This design comes from an exercise in tuning for small area on the open sky130 flow, not from production work.
In this exercise RTL edits were held to simulation tests only and were not proved equivalent to the original.
Power figures rest on the tool's default switching activity, not on a simulated workload.

==> design/flow/design.v <==
`timescale 1ns/1ps
`default_nettype none
module byte_fifo #(
  parameter int FIFO_DEPTH = 16
) (
  input  logic                               PHY_CLKOUT,
  input  logic                               RESET_IN,
  input  logic                               push_i,       
  input  logic [7:0]                         push_data_i,
  input  logic                               pop_i,        
  output logic [7:0]                         pop_data_o,
  output logic                               full_o,
  output logic                               empty_o,
  output logic [$clog2(FIFO_DEPTH + 1)-1:0]  lvl_o,
  output logic [8*FIFO_DEPTH-1:0]            mem_o         
);
  localparam int AW   = (FIFO_DEPTH > 1) ? $clog2(FIFO_DEPTH) : 1;
  localparam int QW   = $clog2(FIFO_DEPTH + 1);
  localparam bit POW2 = ((1 << AW) == FIFO_DEPTH) && (QW == AW + 1);
  logic [7:0] mem [FIFO_DEPTH];
  if (POW2) begin : g_empty_pow2
    assign empty_o = lvl_o[QW-1];
  end else begin : g_empty_any
    assign empty_o = &lvl_o;
  end
  assign full_o     = (lvl_o == QW'(FIFO_DEPTH - 1));
  assign pop_data_o = mem[lvl_o[AW-1:0]];
  for (genvar i = 0; i < FIFO_DEPTH; i++) begin : g_mem_o
    assign mem_o[8*i +: 8] = mem[i];
  end
  always_ff @(posedge PHY_CLKOUT) begin
    if (push_i) begin
      mem[0] <= push_data_i;
      for (int i = 1; i < FIFO_DEPTH; i++) mem[i] <= mem[i-1];
    end
  end
  always_ff @(posedge PHY_CLKOUT) begin
    if (RESET_IN) begin
      lvl_o <= '1;
    end else if (push_i & ~pop_i) begin
      lvl_o <= lvl_o + 1'b1;
    end else if (pop_i & ~push_i) begin
      lvl_o <= lvl_o - 1'b1;
    end
  end
endmodule
`default_nettype wire
`timescale 1ns/1ps
`default_nettype none
module uart_channel #(
  parameter int CLKS_PER_BIT = 520,
  parameter int FIFO_DEPTH   = 16
) (
  input  logic         PHY_CLKOUT,
  input  logic         RESET_IN,
  input  logic         port_rx_valid,               
  input  logic [7:0]   port_rx_data,
  output logic         port_full,                   
  output logic         port_up_empty,               
  output logic [$clog2(FIFO_DEPTH + 1)-1:0] port_up_lvl,  
  input  logic         port_tx_pop,                 
  output logic [8*FIFO_DEPTH-1:0] port_up_mem,      
  output logic         uart_txd_o,
  input  logic         uart_rxd_i
);
  localparam int QW = $clog2(FIFO_DEPTH + 1);
  localparam bit USE_LFSR = (CLKS_PER_BIT == 520);
  localparam int TW       = USE_LFSR ? 10 : $clog2(CLKS_PER_BIT);
  localparam logic [TW-1:0] LD_BIT  = USE_LFSR ? TW'(10'h24e) : TW'(CLKS_PER_BIT - 1);
  localparam logic [TW-1:0] LD_HALF = USE_LFSR ? TW'(10'h1bc) : TW'(CLKS_PER_BIT / 2 - 1);
  if (USE_LFSR) begin : g_lfsr
    assign tx_tmr_step = {tx_tmr[8:0], tx_tmr[9] ^ tx_tmr[6]};
    assign rx_tmr_step = {rx_tmr[8:0], rx_tmr[9] ^ rx_tmr[6]};
    assign tx_tmr_end  = &tx_tmr;
    assign rx_tmr_end  = &rx_tmr;
  end else begin : g_count
    assign tx_tmr_step = tx_tmr - 1'b1;
    assign rx_tmr_step = rx_tmr - 1'b1;
    assign tx_tmr_end  = (tx_tmr == '0);
    assign rx_tmr_end  = (rx_tmr == '0);
  end
  logic         down_empty;
  logic         down_pop;
  logic [7:0]   down_data;
  logic [QW-1:0] down_lvl;
  logic         tx_busy;
  logic [9:0]   tx_shift;                           
  logic [TW-1:0] tx_tmr;
  logic [TW-1:0] tx_tmr_step;
  logic          tx_tmr_end;
  logic         tx_tick;
  byte_fifo #(.FIFO_DEPTH(FIFO_DEPTH)) down_fifo_inst (
    .PHY_CLKOUT  (PHY_CLKOUT),
    .RESET_IN    (RESET_IN),
    .push_i      (port_rx_valid & ~port_full),
    .push_data_i (port_rx_data),
    .pop_i       (down_pop),
    .pop_data_o  (down_data),
    .full_o      (port_full),
    .empty_o     (down_empty),
    .lvl_o       (down_lvl),
    .mem_o       ()
  );
  assign down_pop   = ~tx_busy & ~down_empty;
  assign tx_tick    = tx_busy & tx_tmr_end;
  assign uart_txd_o = tx_shift[0];
  always_ff @(posedge PHY_CLKOUT) begin
    tx_tmr <= (down_pop | tx_tick) ? LD_BIT : tx_tmr_step;
  end
  always_ff @(posedge PHY_CLKOUT) begin
    if (RESET_IN) begin
      tx_busy     <= 1'b0;
      tx_shift[0] <= 1'b1;
    end else if (down_pop) begin
      tx_busy     <= 1'b1;
      tx_shift[0] <= 1'b0;
    end else if (tx_tick) begin
      if (tx_shift[9:1] == '0) begin
        tx_busy   <= 1'b0;                          
      end else begin
        tx_shift[0] <= tx_shift[1];
      end
    end
  end
  always_ff @(posedge PHY_CLKOUT) begin
    if (down_pop) begin
      tx_shift[9:1] <= {1'b1, down_data};
    end else if (tx_tick) begin
      tx_shift[9:1] <= {1'b0, tx_shift[9:2]};
    end
  end
  logic         rxd_meta;
  logic         rxd_sync;
  logic         rx_active;
  logic         rx_start;                           
  logic         rx_done;                            
  logic [TW-1:0] rx_tmr;
  logic [TW-1:0] rx_tmr_step;
  logic          rx_tmr_end;
  logic         rx_tick;
  logic [8:0]   rx_shift;                           
  logic         up_full;
  always_ff @(posedge PHY_CLKOUT) begin
    if (RESET_IN) begin
      rxd_meta <= 1'b1;
      rxd_sync <= 1'b1;
    end else begin
      rxd_meta <= uart_rxd_i;
      rxd_sync <= rxd_meta;
    end
  end
  assign rx_tick = rx_active & rx_tmr_end;
  always_ff @(posedge PHY_CLKOUT) begin
    if (!rx_active) rx_tmr <= LD_HALF;
    else if (rx_tick) rx_tmr <= LD_BIT;
    else rx_tmr <= rx_tmr_step;
  end
  always_ff @(posedge PHY_CLKOUT) begin
    if (RESET_IN) begin
      rx_active <= 1'b0;
    end else begin
      if (!rx_active) begin
        if (!rxd_sync) rx_active <= 1'b1;
      end else if (rx_tick) begin
        if (rx_start ? rxd_sync : rx_shift[0]) begin
          rx_active <= 1'b0;                        
        end
      end
    end
  end
  assign rx_done = ~rx_active & rx_shift[0];
  always_ff @(posedge PHY_CLKOUT) begin
    if (!rx_active) begin
      rx_start <= 1'b1;
    end else if (rx_tick) begin
      rx_start <= 1'b0;
    end
  end
  always_ff @(posedge PHY_CLKOUT) begin
    if (rx_active & rx_tick & rx_start) begin
      rx_shift[8:1] <= 8'h80;
    end else if (rx_active & rx_tick & ~rx_shift[0]) begin
      rx_shift[8:1] <= {rxd_sync, rx_shift[8:2]};   
    end
  end
  always_ff @(posedge PHY_CLKOUT) begin
    if (RESET_IN | ~rx_active) begin
      rx_shift[0] <= 1'b0;
    end else if (rx_tick) begin
      rx_shift[0] <= rx_start ? 1'b0 : rx_shift[0] ? rxd_sync : rx_shift[1];
    end
  end
  byte_fifo #(.FIFO_DEPTH(FIFO_DEPTH)) up_fifo_inst (
    .PHY_CLKOUT  (PHY_CLKOUT),
    .RESET_IN    (RESET_IN),
    .push_i      (rx_done & ~up_full),              
    .push_data_i (rx_shift[8:1]),
    .pop_i       (port_tx_pop),
    .pop_data_o  (),
    .full_o      (up_full),
    .empty_o     (port_up_empty),
    .lvl_o       (port_up_lvl),
    .mem_o       (port_up_mem)
  );
endmodule
`default_nettype wire
`timescale 1ns/1ps
`default_nettype none
module gpio_endpoint (
  input  logic                 PHY_CLKOUT,
  input  logic                 RESET_IN,
  input  logic                 byte_valid_i,
  input  logic [7:0]           byte_data_i,
  input  logic                 byte_last_i,
  output logic [9:0]           parallel_o
);
  logic [7:0] prev_byte;                            
  always_ff @(posedge PHY_CLKOUT) begin
    if (RESET_IN) begin
      prev_byte  <= '0;
      parallel_o <= '0;
    end else if (byte_valid_i) begin
      if (byte_last_i) begin
        parallel_o <= {byte_data_i[1:0], prev_byte};
        prev_byte  <= '0;                           
      end else begin
        prev_byte <= byte_data_i;
      end
    end
  end
endmodule
`default_nettype wire
`timescale 1ns/1ps
`default_nettype none
module usb_ep_arbiter #(
  parameter int MAX_PKT_BYTES = 8,
  parameter int FIFO_DEPTH    = 16,
  parameter int CNT_W         = 5                   
) (
  input  logic                 PHY_CLKOUT,
  input  logic                 RESET_IN,
  input  logic                 usb_rx_valid_i,
  input  logic [7:0]           usb_rx_data_i,
  input  logic [3:0]           usb_rx_endpt_i,
  input  logic                 usb_rx_last_i,
  output logic                 usb_rx_ready_o,
  output logic                 usb_tx_valid_o,
  output logic [7:0]           usb_tx_data_o,
  output logic [3:0]           usb_tx_endpt_o,
  output logic                 usb_tx_last_o,
  input  logic                 usb_tx_pop_i,
  output logic [2:0]           uart_rx_valid_o,
  output logic [7:0]           uart_rx_data_o,
  input  logic [2:0]           uart_full_i,
  input  logic [2:0]           uart_up_empty_i,
  input  logic [3*CNT_W-1:0]   uart_up_lvl_i,       
  output logic [2:0]           uart_tx_pop_o,
  input  logic [3*8*FIFO_DEPTH-1:0] uart_up_mem_i,  
  output logic                 gpio_valid_o,
  output logic [7:0]           gpio_data_o,
  output logic                 gpio_last_o
);
  localparam int LW = (MAX_PKT_BYTES > 1) ? $clog2(MAX_PKT_BYTES) : 1;  
  localparam int AW = (FIFO_DEPTH > 1) ? $clog2(FIFO_DEPTH) : 1;
  localparam int MAX_LVL = (MAX_PKT_BYTES - 1 < FIFO_DEPTH - 1) ? MAX_PKT_BYTES - 1 : FIFO_DEPTH - 1;
  logic [2:0]       uart_hit;
  logic             tx_active;
  logic [1:0]       grant_idx;                      
  logic [1:0]       rr_ptr;
  logic [LW-1:0]    remaining;                      
  logic             pick_found;
  logic [1:0]       pick_idx;
  logic [CNT_W-1:0] pick_lvl;
  logic [LW-1:0]    pick_len;
  assign uart_rx_data_o = usb_rx_data_i;
  for (genvar g = 0; g < 3; g++) begin : g_port
    assign uart_hit[g]        = (usb_rx_endpt_i == 4'(5 + g));
    assign uart_rx_valid_o[g] = usb_rx_valid_i & uart_hit[g];
    assign uart_tx_pop_o[g]   = usb_tx_pop_i & tx_active & (grant_idx == 2'(g));
  end
  assign usb_rx_ready_o = ~|(uart_hit & uart_full_i);
  assign gpio_valid_o = usb_rx_valid_i & (usb_rx_endpt_i == 4'h8);
  assign gpio_data_o  = usb_rx_data_i;
  assign gpio_last_o  = usb_rx_last_i;
  assign rr_ptr = (grant_idx == 2'd2) ? 2'd0 : grant_idx + 1'b1;
  always_comb begin
    logic [2:0] has;
    has = ~uart_up_empty_i;
    pick_found = |has;
    case (rr_ptr)
      2'd1:    pick_idx = has[1] ? 2'd1 : has[2] ? 2'd2 : 2'd0;
      2'd2:    pick_idx = has[2] ? 2'd2 : has[0] ? 2'd0 : 2'd1;
      default: pick_idx = has[0] ? 2'd0 : has[1] ? 2'd1 : 2'd2;
    endcase
    case (pick_idx)
      2'd1:    pick_lvl = uart_up_lvl_i[CNT_W +: CNT_W];
      2'd2:    pick_lvl = uart_up_lvl_i[2*CNT_W +: CNT_W];
      default: pick_lvl = uart_up_lvl_i[0 +: CNT_W];
    endcase
    pick_len = (pick_lvl >= CNT_W'(MAX_LVL)) ? LW'(MAX_LVL) : LW'(pick_lvl);
  end
  always_ff @(posedge PHY_CLKOUT) begin
    if (RESET_IN) begin
      tx_active <= 1'b0;
      grant_idx <= 2'd2;
    end else if (!tx_active) begin
      if (pick_found) begin
        tx_active <= 1'b1;
        grant_idx <= pick_idx;
      end
    end else if (usb_tx_pop_i) begin
      if (remaining == '0) begin
        tx_active <= 1'b0;                          
      end
    end
  end
  always_ff @(posedge PHY_CLKOUT) begin
    if (!tx_active) begin
      remaining <= pick_len;                        
    end else if (usb_tx_pop_i) begin
      remaining <= remaining - 1'b1;
    end
  end
  assign usb_tx_valid_o = tx_active;
  always_comb begin
    usb_tx_data_o = '0;
    for (int k = 0; k < 3; k++)
      for (int i = 0; i < FIFO_DEPTH; i++)
        if (grant_idx == 2'(k) && uart_up_lvl_i[k*CNT_W +: AW] == AW'(i))
          usb_tx_data_o = usb_tx_data_o | uart_up_mem_i[(k*FIFO_DEPTH + i)*8 +: 8];
  end
  assign usb_tx_endpt_o = {2'b01, grant_idx != 2'd0, grant_idx != 2'd1};
  assign usb_tx_last_o  = (remaining == '0);
endmodule
`default_nettype wire
`timescale 1ns/1ps
`default_nettype none
module usb_bridge_top #(
  parameter int CLKS_PER_BIT  = 520,                
  parameter int FIFO_DEPTH    = 16,
  parameter int MAX_PKT_BYTES = 8
) (
  input  logic                                PHY_CLKOUT,
  input  logic                                RESET_IN,
  input  logic                                usb_rx_valid_i,
  input  logic [7:0]                          usb_rx_data_i,
  input  logic [3:0]                          usb_rx_endpt_i,
  input  logic                                usb_rx_last_i,
  output logic                                usb_rx_ready_o,
  output logic                                usb_tx_valid_o,
  output logic [7:0]                          usb_tx_data_o,
  output logic [3:0]                          usb_tx_endpt_o,
  output logic                                usb_tx_last_o,
  input  logic                                usb_tx_pop_i,
  output logic [2:0]                          usb_uart_txd_o,
  input  logic [2:0]                          usb_uart_rxd_i,
  output logic [9:0]                          usb_parallel_o
);
  localparam int NUM_UART = 3;
  localparam int CNT_W    = $clog2(FIFO_DEPTH + 1);
  logic                 gpio_valid;
  logic [7:0]           gpio_data;
  logic                 gpio_last;
  logic [NUM_UART-1:0]       port_rx_valid;
  logic [7:0]                port_rx_data;
  logic [NUM_UART-1:0]       port_full;
  logic [NUM_UART-1:0]       port_up_empty;
  logic [NUM_UART*CNT_W-1:0] port_up_lvl;
  logic [NUM_UART-1:0]       port_tx_pop;
  logic [NUM_UART*8*FIFO_DEPTH-1:0] port_up_mem;
  usb_ep_arbiter #(
    .MAX_PKT_BYTES (MAX_PKT_BYTES),
    .FIFO_DEPTH    (FIFO_DEPTH),
    .CNT_W         (CNT_W)
  ) usb_ep_arbiter_inst (
    .PHY_CLKOUT      (PHY_CLKOUT),
    .RESET_IN        (RESET_IN),
    .usb_rx_valid_i  (usb_rx_valid_i),
    .usb_rx_data_i   (usb_rx_data_i),
    .usb_rx_endpt_i  (usb_rx_endpt_i),
    .usb_rx_last_i   (usb_rx_last_i),
    .usb_rx_ready_o  (usb_rx_ready_o),
    .usb_tx_valid_o  (usb_tx_valid_o),
    .usb_tx_data_o   (usb_tx_data_o),
    .usb_tx_endpt_o  (usb_tx_endpt_o),
    .usb_tx_last_o   (usb_tx_last_o),
    .usb_tx_pop_i    (usb_tx_pop_i),
    .uart_rx_valid_o (port_rx_valid),
    .uart_rx_data_o  (port_rx_data),
    .uart_full_i     (port_full),
    .uart_up_empty_i (port_up_empty),
    .uart_up_lvl_i   (port_up_lvl),
    .uart_tx_pop_o   (port_tx_pop),
    .uart_up_mem_i   (port_up_mem),
    .gpio_valid_o    (gpio_valid),
    .gpio_data_o     (gpio_data),
    .gpio_last_o     (gpio_last)
  );
  gpio_endpoint gpio_endpoint_inst (
    .PHY_CLKOUT   (PHY_CLKOUT),
    .RESET_IN     (RESET_IN),
    .byte_valid_i (gpio_valid),
    .byte_data_i  (gpio_data),
    .byte_last_i  (gpio_last),
    .parallel_o   (usb_parallel_o)
  );
  for (genvar g = 0; g < NUM_UART; g++) begin : g_uart
    uart_channel #(
      .CLKS_PER_BIT (CLKS_PER_BIT),
      .FIFO_DEPTH   (FIFO_DEPTH)
    ) uart_channel_inst (
      .PHY_CLKOUT    (PHY_CLKOUT),
      .RESET_IN      (RESET_IN),
      .port_rx_valid (port_rx_valid[g]),
      .port_rx_data  (port_rx_data),
      .port_full     (port_full[g]),
      .port_up_empty (port_up_empty[g]),
      .port_up_lvl   (port_up_lvl[g*CNT_W +: CNT_W]),
      .port_tx_pop   (port_tx_pop[g]),
      .port_up_mem   (port_up_mem[g*8*FIFO_DEPTH +: 8*FIFO_DEPTH]),
      .uart_txd_o    (usb_uart_txd_o[g]),
      .uart_rxd_i    (usb_uart_rxd_i[g])
    );
  end
endmodule
`default_nettype wire
==> design/flow/flow/run.sh <==
#!/bin/bash
# Standard ORFS layout (standard.sh), with these changes:
#  - synthesis: no adder extraction (ADDER_MAP_FILE empty) and an area-oriented ABC
#    script (flow/abc_area.script) for the combinational logic; flip-flop mapping,
#    flattening and renaming are the standard ones, so the registers are the same;
#  - port buffers are buf_1;
#  - clock tree synthesis arguments from flow/cts_args.txt (small clock buffers,
#    no dummy loads).
# Each tool's output stays in orfs/logs/; make's own output goes to standard.log.
set -euo pipefail
work=$PWD
cp -r "$FLOW_HOME/scripts" "$work/myscripts"
cp "$work/flow/abc_area.script" "$work/myscripts/abc_area.script"
export BUFFER_PORTS_ARGS="-buffer_cell sky130_fd_sc_hd__buf_1"
export CTS_ARGS="$(cat "$work/flow/cts_args.txt")"
bash standard.sh SCRIPTS_DIR="$work/myscripts" ABC_AREA=1 ADDER_MAP_FILE= finish > "$work/standard.log" 2>&1
==> design/flow/flow/abc_area.script <==
strash
&get -n
&fraig -x
&put
dc2
strash
&get -n
&dch -f
&nf -R 1000
&put
strash
&get -n
&dch -f
&nf -R 1000
&put
strash
&get -n
&dch -f
&nf -R 1000
&put
strash
&get -n
&dch -f
&nf -R 1000
&put
strash
&get -n
&dch -f
&nf -R 1000
&put
==> design/flow/flow/cts_args.txt <==
-sink_clustering_enable -repair_clock_nets -sink_clustering_size 16 -sink_clustering_max_diameter 80 -buf_list {sky130_fd_sc_hd__clkbuf_4 sky130_fd_sc_hd__clkbuf_8} -dont_use_dummy_load
==> design/flow/standard.sh <==
#!/bin/bash
# synth_recipe.tcl (not shown) runs the flow's synth.tcl, then flattens the netlist and writes it again
# the make line also repeats each setting of config.mk as NAME=value (left out here)
make -C /OpenROAD-flow-scripts/flow DESIGN_CONFIG=/design/flow/config.mk WORK_HOME=/design/flow/orfs CLKGATE_MAP_FILE= SYNTH_SCRIPT=/design/flow/synth_recipe.tcl "${@:-finish}"
==> design/flow/config.mk <==
export PLATFORM = sky130hd
export DESIGN_NAME = usb_bridge_top
export DESIGN_NICKNAME = usb_bridge_top
export VERILOG_FILES = /design/flow/design.v
export SDC_FILE = /design/flow/constraint.sdc
export NUM_CORES = 4
export LEC_CHECK = 0
export ABC_AREA = 1
export CAP_MARGIN = 20
export CORE_MARGIN = 2
export CORE_UTILIZATION = 40
export SLEW_MARGIN = 20
==> design/flow/constraint.sdc <==
create_clock -name core_clock -period 10.0 [get_ports {PHY_CLKOUT}]
set_input_delay 2.0000 -clock core_clock [delete_from_list [all_inputs] [get_ports {PHY_CLKOUT}]]
set_output_delay 2.0000 -clock core_clock [all_outputs]
set_load 0.01 [all_outputs]
==> impl_results.rst, run 1 <==
.. list-table::
   :header-rows: 1

   * - Metric
     - Value
   * - Outcome
     - no timing/DRC/antenna violations
   * - Delay contributed by the slowest stage of the critical path
     - 910 ps
   * - RePlAce Congestion
     - 0.918
   * - Ys flop type
     - sky130_fd_sc_hd__edfxtp_1
   * - Leading cell types in the layout, fill and taps excluded
     - 795 x sky130_fd_sc_hd__edfxtp_1, 187 x sky130_fd_sc_hd__nor2_1, 170 x sky130_fd_sc_hd__a222oi_1
   * - Final Hold Violating Endpoints
     - 0
   * - All-Layer GR Usage
     - 0.194
   * - Startpoint-to-endpoint class of the critical path
     - flip-flop to output port
   * - Detailed Place HPWL
     - 55.7 mm
   * - Start point of the worst min-delay path
     - g_uart[2].uart_channel_inst.tx_tmr[2]$_SDFF_PP1_
   * - Fraction of final layout cells sized beyond drive strength 1
     - 0.0581
   * - Number of buffers created by CTS
     - 71
   * - Most frequent standard cell in the layout excluding fill and tap cells
     - sky130_fd_sc_hd__edfxtp_1
   * - Summed negative setup slack over all endpoints
     - 0 ps
   * - Input/output buffers
     - 45
   * - TritonCTS clock tree
     - done
   * - Clk network pwr share
     - 0.286
   * - Overall die width
     - a little under 300 um
   * - Cell type of the slowest stage on the worst timing path
     - sky130_fd_sc_hd__nor2_1
   * - Number of vias after detailed routing
     - roughly 21000
   * - First-pass GRT wire length
     - between 100 and 150 mm
   * - Nets@finish
     - around 2300
   * - Endpoint of the most critical setup path
     - usb_tx_data_o[0]
   * - Headroom to the max-slew limit
     - 0.162
   * - Post-route antenna net violation count
     - 0
   * - Number of standard cells after synthesis
     - 2080
   * - Fraction of power spent switching nets
     - 0.204
   * - H-tree lvl count
     - 3
   * - Final cycle utilization of the critical path
     - 0.598
   * - Clock Latency Late Sink
     - 700 ps
   * - Worst-case register-to-register setup slack
     - 6980 ps
   * - Net count after synthesis
     - 2100
   * - Reg clk slew, reported paths
     - around 110 ps
   * - # Post-CTS Setup Buffers
     - 0
   * - Setup violation total in the final timing report
     - 0
   * - Setup repair after global routing missed its margin
     - no
   * - Area of the mapped netlist
     - about 0.034 mm2
   * - Final-layout fill cell count
     - 7424
   * - Synth async-reset ratio
     - 0
   * - Post-synthesis area per instance
     - 16.3 um2
   * - Power spent charging and discharging nets
     - 1.29 mW
   * - Setup clock skew after layout
     - roughly 110 ps
   * - Leakage component of the power
     - 11.3 nW
   * - Largest net degree at the start of global routing
     - 86
   * - Tmin final
     - 5980 ps
   * - Count of placed standard cells including taps
     - roughly 3300
   * - Maximum operating frequency
     - 167 MHz
   * - Detailed-route DRC error count
     - 0
   * - Sequential power share
     - 0.694
   * - Maximum fanout encountered on the critical timing path
     - 8
   * - Core area
     - 0.0838 mm2
   * - Average routed wire per standard cell
     - approximately 25 um
   * - Detailed-routing iteration count for the pre-antenna-repair pass
     - 7
   * - Sort of element at the end of the critical path
     - output port
   * - Internal cell power
     - 5.02 mW
   * - Area grow syn2layout
     - 8.72%
   * - Initial core utilization
     - 0.405
   * - Number of violations reported at the end of detailed-routing iteration 0
     - 3410
   * - CTS resizes
     - 0
   * - Signal arrival time at the worst endpoint
     - 3980 ps
   * - WP buf/inv
     - 1
   * - Class of the most critical hold timing path
     - flip-flop to flip-flop
   * - Num ports
     - between 40 and 50
   * - DR vias/cell
     - 6.08
   * - Sequential element share of the synthesized area
     - 0.796
   * - Launching element of the worst setup path
     - usb_ep_arbiter_inst.grant_idx[0]$_SDFFE_PP0P_
   * - PD cells
     - 171 mW/mm2
   * - Bufs on Longest Clock Path
     - 3
   * - Die area
     - ~0.087 mm2
   * - Final Max Slew Viols
     - 0
   * - Placed inst area
     - 0.0359 mm2
   * - Vertical die dimension
     - 295 um
   * - Sequential standard cell area
     - 0.0271 mm2
   * - Global route total overflow
     - 0
   * - Tot Pwr
     - 6.31 mW
   * - Power share of the combinational group
     - 0.020
   * - Via count of the first global-routing pass
     - 20031
   * - Kind of start point of the critical path
     - flip-flop
   * - Sinks on the clock net
     - 954
   * - Rows
     - 106
   * - Critical path data required time
     - 8000 ps
   * - Cell chain of the critical path
     - nor2b_1 > nand3_1 > nor2_1 > a222oi_1 > nand4_1 > nor3_1 > nand3_1 > a221oi_1 > nand3_1 > buf_1
   * - Cell type group with the largest total delay on the critical path
     - simple AND/OR/NAND/NOR gates
   * - Count of different cell masters after synthesis
     - 46
   * - Peak VDD IR
     - 101 uV
   * - Number of antenna violations at the first check in global routing
     - 3
   * - Area used by multi-input combinational logic
     - 0.00686 mm2
   * - Transition at the pin with the smallest max-transition slack
     - 1250 ps
   * - Yosys reg bits
     - 954
   * - Final cell count without fillers
     - 3373
   * - Post-synth EDFFs
     - 795
   * - Wire length reported by the detailed router
     - 85.4 mm
   * - Hold buffers post-CTS
     - 0
   * - Final instance area
     - roughly 0.037 mm2
   * - Number of maximum-capacitance constraint violations
     - 0
   * - CP dominant cell by count
     - sky130_fd_sc_hd__nand3_1
   * - Number of warnings issued by yosys
     - 5
   * - Number of logic stages on the critical path including buffering
     - 10
   * - Logic depth of the worst register-to-register path
     - 5
   * - Root buffer cell
     - sky130_fd_sc_hd__clkbuf_8
==> layout make-up <==
cell class	count	share of cell area
flip-flops and latches	954	0.733
multi-input cells	1096	0.186
well taps	1134	0.0384
clock buffers	71	0.0265
repair buffers	92	0.0142
inverters	25	0.00254
diodes	1	0.0000678
==> per-stage QoR <==
| stage | util | setup slack [ps] | hold WS [ps] |
|---|---|---|---|
| after floorplan | - | 311 | 391 |
| after global placement | 0.429 | 4910 | 400 |
| after detailed placement | 0.429 | 4820 | 399 |
| after CTS | 0.440 | 4050 | 354 |
| after global routing | 0.441 | 3820 | 381 |
| final | 0.441 | 4020 | 352 |
==> per-layer routing <==
metal | vias up | wire length (um) | global-route usage
li1 | 8872 | - | -
met1 | 10294 | 34900 | 0.275
met2 | 1193 | 38400 | 0.299
met3 | 156 | 9890 | 0.0465
met4 | 2 | 2180 | 0.0557
met5 | - | 13 | 0
==> synthesized netlist by cell type, drive strengths merged (3+ instances only) <==
library cell,count,share of area
nand3b,5,0.0011
o21ai,61,0.0090
a21oi,77,0.011
edfxtp,795,0.70
a221oi,60,0.015
a211oi,4,0.00088
xnor2,13,0.0034
dfxtp,159,0.094
clkinv,25,0.0028
a222oi,170,0.050
nor4,12,0.0022
nand3,57,0.0084
and2,27,0.0050
a31oi,23,0.0042
nor2b,5,0.00092
and3,3,0.00055
nor3,44,0.0065
a22oi,56,0.012
nor3b,3,0.00066
or2,16,0.0029
o21a,5,0.0011
a22o,14,0.0036
buf,5,0.0011
nand4,45,0.0083
xor2,7,0.0018
o22ai,3,0.00055
nand2,124,0.014
nand2b,46,0.0085
or3,3,0.00055
nor2,191,0.021
==> power groups by stage <==
stage                     registers, mW  clock network, mW  logic (mW)
after global placement             4.46                  0       0.119
final                              4.38               1.81       0.124
after global routing               4.39               2.00       0.139
after floorplan                    4.46                  0      0.0847
after detailed placement           4.47                  0       0.125
after CTS                          4.38               1.87       0.125
==> kinds of logic after synthesis <==
logic type | after synthesis | share of synthesized area
DFF | 954 | 0.796
other | 2 | 0.000221
and+or+nand+nor | 582 | 0.0806
buffers and inverters | 30 | 0.00387
AOI/OAI and AO/OA | 490 | 0.113
muxes | 2 | 0.000589
xor gates and xnor gates | 20 | 0.00516
==> how the worst min path moves through the flow <==
stage,endpoint,slack (ps),cells past startpoint
5_1_grt,g_uart[2].uart_channel_inst.tx_tmr[3]$_SDFF_PP1_,380,1
3_5_place_dp,g_uart[2].uart_channel_inst.rxd_sync$_SDFF_PP1_,400,1
2_1_floorplan,g_uart[0].uart_channel_inst.rxd_sync$_SDFF_PP1_,390,1
3_3_place_gp,g_uart[2].uart_channel_inst.rxd_sync$_SDFF_PP1_,400,1
6_report,g_uart[2].uart_channel_inst.tx_tmr[3]$_SDFF_PP1_,350,1
4_1_cts,g_uart[2].uart_channel_inst.tx_tmr[3]$_SDFF_PP1_,350,1
==> state kept, by name (all words and copies together) (netlist names) <==
name,flops
gpio_endpoint_inst.prev_byte,8
g_uart.uart_channel_inst.up_fifo_inst.lvl_o,15
g_uart.uart_channel_inst.down_fifo_inst.lvl_o,15
gpio_endpoint_inst.parallel_o,10
g_uart.uart_channel_inst.rxd_sync,3
g_uart.uart_channel_inst.tx_shift,30
g_uart.uart_channel_inst.rxd_meta,3
g_uart.uart_channel_inst.up_fifo_inst.mem,384
g_uart.uart_channel_inst.rx_shift,27
g_uart.uart_channel_inst.tx_busy,3
usb_ep_arbiter_inst.tx_active,1
usb_ep_arbiter_inst.remaining,3
g_uart.uart_channel_inst.rx_tmr,30
g_uart.uart_channel_inst.tx_tmr,30
g_uart.uart_channel_inst.rx_start,3
g_uart.uart_channel_inst.rx_active,3
g_uart.uart_channel_inst.down_fifo_inst.mem,384
usb_ep_arbiter_inst.grant_idx,2
==> run 2, diff against run 1 <==
--- a/design/flow/design.v
+++ b/design/flow/design.v
@@ -169,15 +169,11 @@
     end
   end
   assign rx_done = ~rx_active & rx_shift[0];
+  assign rx_start = ~|rx_shift;
   always_ff @(posedge PHY_CLKOUT) begin
     if (!rx_active) begin
-      rx_start <= 1'b1;
-    end else if (rx_tick) begin
-      rx_start <= 1'b0;
-    end
-  end
-  always_ff @(posedge PHY_CLKOUT) begin
-    if (rx_active & rx_tick & rx_start) begin
+      rx_shift[8:1] <= 8'h00;
+    end else if (rx_tick & rx_start) begin
       rx_shift[8:1] <= 8'h80;
     end else if (rx_active & rx_tick & ~rx_shift[0]) begin
       rx_shift[8:1] <= {rxd_sync, rx_shift[8:2]};   
--- a/design/flow/config.mk
+++ b/design/flow/config.mk
@@ -8,5 +8,6 @@
 export ABC_AREA = 1
 export CAP_MARGIN = 20
 export CORE_MARGIN = 2
-export CORE_UTILIZATION = 40
+export CORE_UTILIZATION = 55
+export PLACE_DENSITY = 0.7
 export SLEW_MARGIN = 20
==> run 2 against run 1 <==
Effect of this change: still clean on timing, DRC and antenna; clock power is 3% lower; clock skew fell by 17 ps; flip-flop and latch count is 3 lower; sequential share of layout area grew 0.99 points; design area shrank 1.6%; critical path type unchanged; largest power group unchanged.
==> impl_results.rst, run 2 <==
.. list-table::
   :header-rows: 1

   * - Metric
     - Value
   * - Final Hold Violating Endpoints
     - 0
   * - Cell type group with the largest total delay on the critical path
     - simple AND/OR/NAND/NOR gates
   * - Sequential element share of the synthesized area
     - 0.796
   * - Maximum operating frequency
     - 169 MHz
   * - Die area
     - 0.0637 mm2
   * - Setup violation total in the final timing report
     - 0
   * - Largest area contributor in the netlist
     - sky130_fd_sc_hd__edfxtp_1
   * - Post-synth EDFFs
     - just under 800
   * - Reg clk slew, reported paths
     - about 100 ps
   * - Number of buffers created by CTS
     - just under 70
   * - Number of cells on the worst hold path
     - 0
   * - Final-layout fill cell count
     - 4497
   * - Sinks on the clock net
     - 951
   * - Root buffer cell
     - sky130_fd_sc_hd__clkbuf_8
   * - All-Layer GR Usage
     - 0.260
   * - Net count after synthesis
     - 2106
   * - WP buf/inv
     - 2
   * - Maximum fanout encountered on the critical timing path
     - 8
   * - Post-synthesis area per instance
     - 16.3 um2
   * - Placed inst area
     - 0.0354 mm2
   * - Setup repair after global routing missed its margin
     - no
   * - Synth async-reset ratio
     - 0
   * - Leakage component of the power
     - between 10 and 15 nW
   * - Detailed-routing iteration count for the pre-antenna-repair pass
     - 9
   * - Number of standard cells after synthesis
     - 2086
   * - Final cycle utilization of the critical path
     - 0.593
   * - Synth cell count leaders
     - 795 x sky130_fd_sc_hd__edfxtp_1, 177 x sky130_fd_sc_hd__nor2_1, 159 x sky130_fd_sc_hd__a222oi_1
   * - Outcome
     - no timing/DRC/antenna violations
   * - Post-placement worst setup slack
     - 4850 ps
   * - Peak VDD IR
     - 145 uV
   * - Headroom to the max-slew limit
     - 0.190
   * - Yosys reg bits
     - 951
   * - Kind of start point of the critical path
     - flip-flop
   * - Nets@finish
     - 2249
   * - Number of violations reported at the end of detailed-routing iteration 0
     - 4108
   * - Vertical die dimension
     - 252 um
   * - Cell types occupying the most area after synthesis
     - sky130_fd_sc_hd__edfxtp_1 70%, sky130_fd_sc_hd__dfxtp_1 9.2%, sky130_fd_sc_hd__a222oi_1 4.7%
   * - Overall die width
     - 252 um
   * - Top-area cell type share of the netlist area
     - 0.704
   * - Signal arrival time at the worst endpoint
     - slightly below 4000 ps
   * - Num ports
     - 48
   * - Worst-case register-to-register setup slack
     - between 6000 and 7000 ps
   * - Detailed Place HPWL
     - 52.8 mm
   * - Initial core utilization
     - 0.553
   * - DR vias/cell
     - 6.89
   * - First-pass GRT wire length
     - ~120 mm
   * - Final worst-path setup slack
     - 4070 ps
   * - Tmin final
     - 5930 ps
   * - Global route total overflow
     - 0
   * - Via count of the first global-routing pass
     - 20033
   * - Average routed wire per standard cell
     - between 20 and 30 um
   * - Core area
     - 0.0614 mm2
   * - Count of placed standard cells including taps
     - 2948
   * - Summed negative setup slack over all endpoints
     - 0 ps
   * - Rows
     - 91
   * - Largest registers
     - g_uart.uart_channel_inst.down_fifo_inst.mem (384), g_uart.uart_channel_inst.up_fifo_inst.mem (384)
   * - Hold buffers post-CTS
     - 0
   * - H-tree lvl count
     - 3
   * - Area grow syn2layout
     - 7.16%
   * - Cell chain of the critical path
     - nor2b_1 > clkinv_1 > nor2_1 > nand2_1 > nor2_1 > a222oi_1 > nand4_1 > a221oi_1 > nand4_1 > a2111oi_0 > nand3_1 > buf_1
   * - Final instance area
     - 0.0364 mm2
   * - Tot Pwr
     - 6.19 mW
   * - Delay contributed by the slowest stage of the critical path
     - 900 ps
   * - # Post-CTS Setup Buffers
     - 0
   * - Final Max Slew Viols
     - 0
   * - Cell type of the slowest stage on the worst timing path
     - sky130_fd_sc_hd__nor2_1
   * - Library cell with the highest instance count after synthesis
     - sky130_fd_sc_hd__edfxtp_1
   * - Post-route antenna net violation count
     - 0
   * - Startpoint-to-endpoint class of the critical path
     - flip-flop to output port
   * - Transition at the pin with the smallest max-transition slack
     - roughly 1200 ps
   * - PD cells
     - 170 mW/mm2
   * - Class of the most critical hold timing path
     - flip-flop to flip-flop
   * - CTS resizes
     - 0
   * - Input/output buffers
     - 45
   * - Number of maximum-capacitance constraint violations
     - 0
   * - RePlAce Congestion
     - 0.965
   * - Wire length reported by the detailed router
     - 83.3 mm
   * - Logic depth of the worst register-to-register path
     - 5
   * - Largest net degree at the start of global routing
     - 96
   * - Clock Latency Late Sink
     - approximately 690 ps
   * - Bufs on Longest Clock Path
     - 3
   * - Final cell count without fillers
     - 3019
   * - Number of vias after detailed routing
     - 20790
   * - Layout Utilization
     - 0.592
   * - Critical path data required time
     - 8000 ps
   * - Count of different cell masters after synthesis
     - 47
   * - Setup clock skew after layout
     - 92.3 ps
   * - Number of antenna violations at the first check in global routing
     - 2
   * - Area of the mapped netlist
     - 0.0339 mm2
   * - Sort of element at the end of the critical path
     - output port
   * - TritonCTS clock tree
     - done
   * - Fraction of final layout cells sized beyond drive strength 1
     - 0.0552
   * - Detailed-route DRC error count
     - 0
   * - Most frequent standard cell in the layout excluding fill and tap cells
     - sky130_fd_sc_hd__edfxtp_1
   * - Ys flop type
     - sky130_fd_sc_hd__edfxtp_1
   * - Min Hold Slack
     - 400 ps
   * - Number of warnings issued by yosys
     - 5
   * - Leading cell types in the layout, fill and taps excluded
     - 795 x sky130_fd_sc_hd__edfxtp_1, 166 x sky130_fd_sc_hd__nor2_1, 159 x sky130_fd_sc_hd__a222oi_1
[run 2: layer usage]
layer	track usage	wire (um)	vias up
li1	-	-	8841
met1	0.365	32000	10221
met2	0.386	37000	1472
met3	0.0778	10600	256
met4	0.103	3660	0
met5	0	0	-
[run 2: worst max path at each step]
stage / start / end / slack [ps] / depth (start not counted)
after global placement: usb_ep_arbiter_inst.grant_idx[1]$_SDFFE_PP1P_ / usb_tx_data_o[3] / 5020 / 11
final: usb_ep_arbiter_inst.grant_idx[0]$_SDFFE_PP0P_ / usb_tx_data_o[3] / 4070 / 12
after global routing: usb_ep_arbiter_inst.grant_idx[0]$_SDFFE_PP0P_ / usb_tx_data_o[1] / 3830 / 11
after floorplan: usb_rx_endpt_i[2] / flip-flop / 1040 / 10
after CTS: usb_ep_arbiter_inst.grant_idx[1]$_SDFFE_PP1P_ / usb_tx_data_o[3] / 4090 / 11
after detailed placement: usb_ep_arbiter_inst.grant_idx[1]$_SDFFE_PP1P_ / usb_tx_data_o[3] / 4850 / 11
[run 2: kinds of logic (layout without fill, tap and decap cells)]
group	Yosys count	count (layout)	synth area share
compound gates	493	493	0.114
xor+xnor	14	14	0.00361
buf+inv	36	177	0.00454
flops	951	951	0.796
mux	4	4	0.00118
other cells	2	4	0.000221
simple gates	586	586	0.0812
[run 2: report_power, final]
part	total (mW)	internal [mW]	switching, mW
sequential	4.34	4.30	0.0396
combinational	0.0942	0.0367	0.0575
clock	1.76	0.622	1.14
[run 2: cell type report]
type	instances	area [um2]	area share
tap	790	988	0.0272
clock buffer	69	950	0.0261
timing repair buffer	77	412	0.0113
sequential	951	27000	0.743
inverter	31	119	0.00327
antenna	2	5.00	0.000138
multi-input combinational	1099	6890	0.189
[run 2: worst register-to-register path, delay by kind of cell (launching register included)]
kind	cells	cell delay (ps)
buffers and inverters	2	1310
AND/OR/NAND/NOR	2	1030
flip-flops	1	480
AO/OA/AOI/OAI	1	190

-- what the ideal ports hide --
No port has a modelled driver above. Below, the same layouts with a new extraction and two added sets of constraints. Step 1, drivers: a clkbuf_16 drives PHY_CLKOUT and a buf_2 each remaining input, both assumed. Step 2, shift: input delay + t, output delay - t, t = (earliest + latest rising clock arrival at the registers) / 2. This alone moves slack from input paths to output paths. a / b / c = no drivers / after step 1 / after step 2; a / b = the first two.
| run | shift t [ns] | slack for setup (ns) | hold slack, ns | slew at the worst register clock pin (ns) |
|---|---|---|---|---|
| run 1 | 0.697 | 4.017 / 3.961 / 4.658 | 0.352 / 0.352 / 0.352 | 0.11 / 0.11 |
| run 2 | 0.715 | 4.071 / 4.013 / 4.728 | 0.400 / 0.400 / 0.400 | 0.11 / 0.11 |
After both steps every run listed still meets setup and hold.
